From an optimization exercise on the open Yosys and OpenROAD flow, aimed at a short achievable clock period and few clock cycles per item; shortcuts taken in it are not production practice. Only simulation tests tie the RTL to the original design; equivalence was not proved.

--- run.sh ---
#!/bin/bash
# synth_recipe.tcl (not shown) runs the flow's synth.tcl, then flattens the netlist and writes it again
# the make line also repeats each setting of config.mk as NAME=value (left out here)
make -C /OpenROAD-flow-scripts/flow DESIGN_CONFIG=/design/flow/config.mk WORK_HOME=/design/flow/orfs CLKGATE_MAP_FILE= SYNTH_SCRIPT=/design/flow/synth_recipe.tcl finish
--- design.v ---
package proc_pkg;
    typedef enum logic [3:0] {
        OP_ADD  = 4'h0,
        OP_LW   = 4'h1,
        OP_SW   = 4'h2,
        OP_BEQ  = 4'h3,
        OP_BGT  = 4'h4,
        OP_BGE  = 4'h5,
        OP_JUMP = 4'h6,
        OP_LI   = 4'h7,
        OP_MUL  = 4'h8,
        OP_HALT = 4'hF
    } opcode_e;
    typedef enum logic [1:0] {
        S_FETCH,
        S_EXEC,
        S_MEM,
        S_HALT
    } state_e;
    localparam int OPC_LSB    = 0;
    localparam int OPC_W      = 4;
    localparam int RD_LSB     = 4;
    localparam int RB_LSB     = 9;
    localparam int RA_LSB     = 14;
    localparam int REG_IDX_W  = 5;
    localparam int IMM_LSB    = 9;
    localparam int IMM_W      = 23;
    localparam int OFF_HI_LSB = 19;
    localparam int OFF_W      = 18;
endpackage
import proc_pkg::*;
module proc_regfile
#(
    parameter int DATA_W = 32,
    parameter int NREGS  = 32
) (
    input  logic                 clk,
    input  logic                 reset,
    input  logic [REG_IDX_W-1:0] ra_addr,
    input  logic [REG_IDX_W-1:0] rb_addr,
    output logic [DATA_W-1:0]    ra_data,
    output logic [DATA_W-1:0]    rb_data,
    input  logic                 we,
    input  logic [REG_IDX_W-1:0] waddr,
    input  logic [DATA_W-1:0]    wdata
);
    logic [DATA_W-1:0] regs_q [NREGS];
    always_ff @(posedge clk) begin
        if (reset) begin
            for (int unsigned i = 0; i < NREGS; i++) begin
                regs_q[i] <= '0;
            end
        end else if (we && (int'(waddr) < NREGS)) begin
            regs_q[waddr] <= wdata;
        end
    end
    assign ra_data = (int'(ra_addr) < NREGS) ? regs_q[ra_addr] : '0;
    assign rb_data = (int'(rb_addr) < NREGS) ? regs_q[rb_addr] : '0;
endmodule
import proc_pkg::*;
module proc_mc_core
#(
    parameter int DATA_W = 32,
    parameter int PC_W   = 12,
    parameter int NREGS  = 32
) (
    input  logic              clk,
    input  logic              reset,
    output logic              imem_req,
    output logic [PC_W-1:0]   imem_addr,
    input  logic [31:0]       imem_rdata,
    input  logic              imem_ack,
    output logic              dmem_req,
    output logic              dmem_we,
    output logic [PC_W-1:0]   dmem_addr,
    output logic [DATA_W-1:0] dmem_wdata,
    input  logic [DATA_W-1:0] dmem_rdata,
    input  logic              dmem_ack,
    output logic [PC_W-1:0]   pc,
    output logic              taken,
    output logic              halted
);
    proc_pkg::state_e      state_q, state_d;
    logic [PC_W-1:0]       pc_q, pc_d;
    logic [31:0]           instr_q, instr_d;
    logic [OPC_W-1:0]      opc;
    logic [REG_IDX_W-1:0]  rd_idx, ra_idx, rb_idx;
    logic [DATA_W-1:0]     ra_val, rb_val, imm_ext, wb_data;
    logic [OFF_W-1:0]      off18;
    logic [PC_W-1:0]       off_pc, pc_inc, pc_br;
    logic                  wb_en, take;
    assign opc     = instr_q[OPC_LSB +: OPC_W];
    assign rd_idx  = instr_q[RD_LSB +: REG_IDX_W];
    assign rb_idx  = instr_q[RB_LSB +: REG_IDX_W];
    assign ra_idx  = instr_q[RA_LSB +: REG_IDX_W];
    assign imm_ext = {{(DATA_W-IMM_W){instr_q[31]}}, instr_q[IMM_LSB +: IMM_W]};
    assign off18   = {instr_q[31:OFF_HI_LSB], rd_idx};
    assign off_pc  = PC_W'($signed(off18));
    assign pc_inc  = pc_q + PC_W'(1);
    assign pc_br   = pc_q + off_pc;
    proc_regfile #(
        .DATA_W (DATA_W),
        .NREGS  (NREGS)
    ) u_rf (
        .clk     (clk),
        .reset   (reset),
        .ra_addr (ra_idx),
        .rb_addr (rb_idx),
        .ra_data (ra_val),
        .rb_data (rb_val),
        .we      (wb_en),
        .waddr   (rd_idx),
        .wdata   (wb_data)
    );
    always_comb begin
        state_d = state_q;
        pc_d    = pc_q;
        instr_d = instr_q;
        wb_en   = 1'b0;
        wb_data = ra_val + rb_val;
        take    = 1'b0;
        unique case (state_q)
            S_FETCH: begin
                if (imem_ack) begin
                    instr_d = imem_rdata;
                    state_d = S_EXEC;
                end
            end
            S_EXEC: begin
                state_d = S_FETCH;
                pc_d    = pc_inc;
                case (opc)
                    OP_ADD:  wb_en = 1'b1;
                    OP_LW, OP_SW: begin
                        pc_d    = pc_q;
                        state_d = S_MEM;
                    end
                    OP_BEQ:  take = (ra_val == rb_val);
                    OP_BGT:  take = ($signed(ra_val) >  $signed(rb_val));
                    OP_BGE:  take = ($signed(ra_val) >= $signed(rb_val));
                    OP_JUMP: begin
                        take = 1'b1;
                        pc_d = ra_val[PC_W-1:0];
                    end
                    OP_LI: begin
                        wb_en   = 1'b1;
                        wb_data = imm_ext;
                    end
                    OP_MUL: begin
                        wb_en   = 1'b1;
                        wb_data = ra_val * rb_val;
                    end
                    OP_HALT: begin
                        pc_d    = pc_q;
                        state_d = S_HALT;
                    end
                    default: ;
                endcase
                if (take && (opc != OP_JUMP)) begin
                    pc_d = pc_br;
                end
            end
            S_MEM: begin
                if (dmem_ack) begin
                    wb_en   = (opc == OP_LW);
                    wb_data = dmem_rdata;
                    pc_d    = pc_inc;
                    state_d = S_FETCH;
                end
            end
            S_HALT: ;
            default: state_d = S_FETCH;
        endcase
    end
    always_ff @(posedge clk) begin
        if (reset) begin
            state_q <= S_FETCH;
            pc_q    <= '0;
            instr_q <= '0;
        end else begin
            state_q <= state_d;
            pc_q    <= pc_d;
            instr_q <= instr_d;
        end
    end
    assign imem_req   = (state_q == S_FETCH) && !reset;
    assign imem_addr  = pc_q;
    assign dmem_req   = (state_q == S_MEM) && !reset;
    assign dmem_we    = dmem_req && (opc == OP_SW);
    assign dmem_addr  = rb_val[PC_W-1:0] + off_pc;
    assign dmem_wdata = ra_val;
    assign pc         = pc_q;
    assign taken      = (state_q == S_EXEC) && take && !reset;
    assign halted     = (state_q == S_HALT) && !reset;
endmodule
--- constraint.sdc ---
create_clock -name core_clock -period 12.0 [get_ports {clk}]
set_input_delay 2.4000 -clock core_clock [delete_from_list [all_inputs] [get_ports {clk}]]
set_output_delay 2.4000 -clock core_clock [all_outputs]
set_load 0.01 [all_outputs]
--- config.mk ---
export PLATFORM = sky130hd
export DESIGN_NAME = proc_mc_core
export DESIGN_NICKNAME = proc_mc_core
export VERILOG_FILES = /design/flow/design.v
export SDC_FILE = /design/flow/constraint.sdc
export NUM_CORES = 4
export LEC_CHECK = 0
export CAP_MARGIN = 20
export CORE_MARGIN = 2
export CORE_UTILIZATION = 40
export SLEW_MARGIN = 20
==> flow_summary.ini <==
[outcome]
status = no timing/DRC/antenna violations

[critical_path]
crit_arrival_ns = 12.06
cp_common_cell = fa_1
critPathKind = flop to flop
slowest_delay_ns = 1.08
end_kind = flop
crit_slowest_cell = dfxtp_4
critPathRequiredTime_ns = 12.50
cp-start-kind = flop
critPathMaxFanout = 51

[synthesis]
yosysSeqAreaShare_pct = 41.8
ys_async_sr_fraction_pct = 0
synth_edf_count = 1024
synthTopCellsByArea = edfxtp_1 (40%), mux4_2 (12%), fa_1 (11%)
ys_ff_latch = 1080
syn_inst = 6540
synth.most_common_cell = nor2_1
ys.flop_type = edfxtp_1
synth_cell_types = 96
yosysWarningCount = 2
syn_area_mm2 = 0.0763
syn_nets = 7234
synth_top_area_share_pct = 40.3
yosys-top-cells-count = nor2_1 (1097), edfxtp_1 (1024), nand2_1 (561)
synth_top_cell_by_area = edfxtp_1
avgSynthCellArea_um2 = 11.7

[layout]
nets = 7241
layout-drive-gt1-share_pct = 16.5
final_area_mm2 = 0.0848
area_growth_pct = 11.2
fin_util_pct = 44.7

[die]
num_rows = 160
core-area_mm2 = 0.190
initial_core_util_pct = 40.2
pin_count = 141
dieArea_mm2 = 0.194
die_w_um = 441
die_h_um = 441

[global_route]
grt_pass1_vias = 57800
grt.total_usage_pct = 32.9
antenna_found_initial = 7
grt_first_pass_wirelength_mm = 447
grt_max_degree = 62
grt.overflow.total = 0

[placed_design]
dpl_cell_area_mm2 = 0.0809
io_buffer_count = 140
hpwlAfterDp_mm = 210
place_congestion = 0.984

[cts]
holdBufCountCts = 0
cts_htree_levels = 3
tritoncts = built
cts_buffer_depth = 3
ctsResizeCount = 0
clk_latency_ns = 0.79
root_buffer = clkbuf_16
cts_buffers = 118
clock-sinks = 1080
postCtsSetupBuffers = 0
clkTransAtPathRegs_ns = 0.06

[sta]
min_period_ns = 11.56
finClkSkew_ns = 0.0730
setup_violations = 0
slew_headroom_pct = 19.8
finalHoldViolCount = 0
slew_viol_final = 0
rsz0062_at_grt = no
tightest_slew_ns = 1.20
max_freq_mhz = 86.5
tns_ns = 0
post-route-period-util_pct = 96.3

[detailed_routing]
drcViolationCount = 0
drt-total-wl_mm = 323
viasPerCell = 6.49
drt_iter0_drc = 9480
drt_pass1_iterations = 6
postRouteAntennaNets = 0
num_vias = 59500
routedWlPerCell_um = 35.2

[worst_hold_path]
worstHoldPathType = flop to flop

[flow_run]
cap_violations = 0
## registers in the layout, summed over array words and instances (netlist names), named ones only
| register | cells |
|---|---|
| state_q | 2 |
| instr_q | 32 |
| pc_q | 12 |
| u_rf.regs_q | 1024 |
## worst max-delay path, delay by kind of cell (launching register included)
kind / cells / cell delay, ns
AND/OR/NAND/NOR: 7 / 1.89
buffers and inverters: 6 / 1.70
flip-flops: 1 / 1.08
adder cells (fa/ha/maj): 10 / 4.65
AO/OA/AOI/OAI: 7 / 1.91
## per-layer routing
| metal | up-vias | GRT usage, % | part of all wire (%) |
|---|---|---|---|
| met3 | 1154 | 10.1 | 14 |
| met1 | 30100 | 41.7 | 35 |
| li1 | 23300 | - | - |
| met2 | 4957 | 49.2 | 43 |
| met4 | 2 | 20.5 | 7.6 |
| met5 | - | 0 | 0.0040 |
## final timing paths
check,from,to,slack [ns],cells after the start
setup / recovery,flop,u_rf.regs_q[9][31],0.44,30
hold / removal,instr_q[18],flop,0.48,2
setup reg to reg,flop,u_rf.regs_q[9][31],0.44,30
hold reg to reg,instr_q[18],flop,0.48,2
## stage by stage
stage	hold WS (ns)	std cells	worst slack [ns]
6_report	0.476	9164	0.444
5_1_grt	0.522	9161	0.200
4_1_cts	0.475	9158	0.737
3_5_place_dp	0.465	8938	0.816
3_3_place_gp	0.458	8938	0.892
2_1_floorplan	0.436	6540	1.75
## logic make-up after synthesis
| family | after synthesis | share of synthesized area (%) |
|---|---|---|
| buf+inv | 1113 | 6.46 |
| compound gates | 702 | 6.52 |
| xor+xnor | 114 | 1.44 |
| flops | 1080 | 41.8 |
| fa+ha+maj | 626 | 14.3 |
| mux | 771 | 17.7 |
| simple gates | 2134 | 11.8 |
## cell usage in the layout (no fill, tap or decap), types with 47 or more instances in the layout
master           instances
nor3_1                 120
fa_1                   411
ha_1                   214
a211oi_1                81
nor2_1                1092
nand3_1                 80
o21ai_0                 68
xnor2_1                 89
clkbuf_16              121
nand2_1                497
a22oi_1                116
a21oi_1                189
mux4_2                 415
nand2_2                 64
nor2b_1                 55
dfxtp_1                 47
buf_4                  292
mux2i_1                293
edfxtp_1              1024
inv_1                  542
clkdlybuf4s50_1        139
## area by class of cell
cell class | count | area, um2
fillers | 17400 | 105000
multi-input cells | 4347 | 39900
flip-flops and latches | 1080 | 31900
repair buffers | 442 | 3790
clock buffers | 147 | 3150
well taps | 2511 | 3140
inverters | 558 | 2100
clock inverters | 73 | 777
diodes | 6 | 15.0
Testbench counts, summed over its fixed seeds: cycles 56,863, instrs 24,915.

## separate check: timing with driven ports
How much do the figures lean on ideal ports? The routed layout below was timed once more, with nothing changed but the port constraints. Step 1, drivers: a clkbuf_16 drives clk and a buf_2 each remaining input, both assumed. Step 2 times the ports against the registers' clock, not the clock port: input delays grow and output delays shrink by t, the midpoint of the rising clock arrivals with the driver on. Three values: ideal, step 1, step 2; two values: the first two.
t, ns: 0.836
setup slack, ns: 0.444 / 0.444 / 0.444
worst register clock-pin slew, ns: 0.09 / 0.09
After both steps setup and hold are still met in this run. For this run, drivers alone change the setup slack by 0.000 ns; drivers and shift together by 0.000 ns.
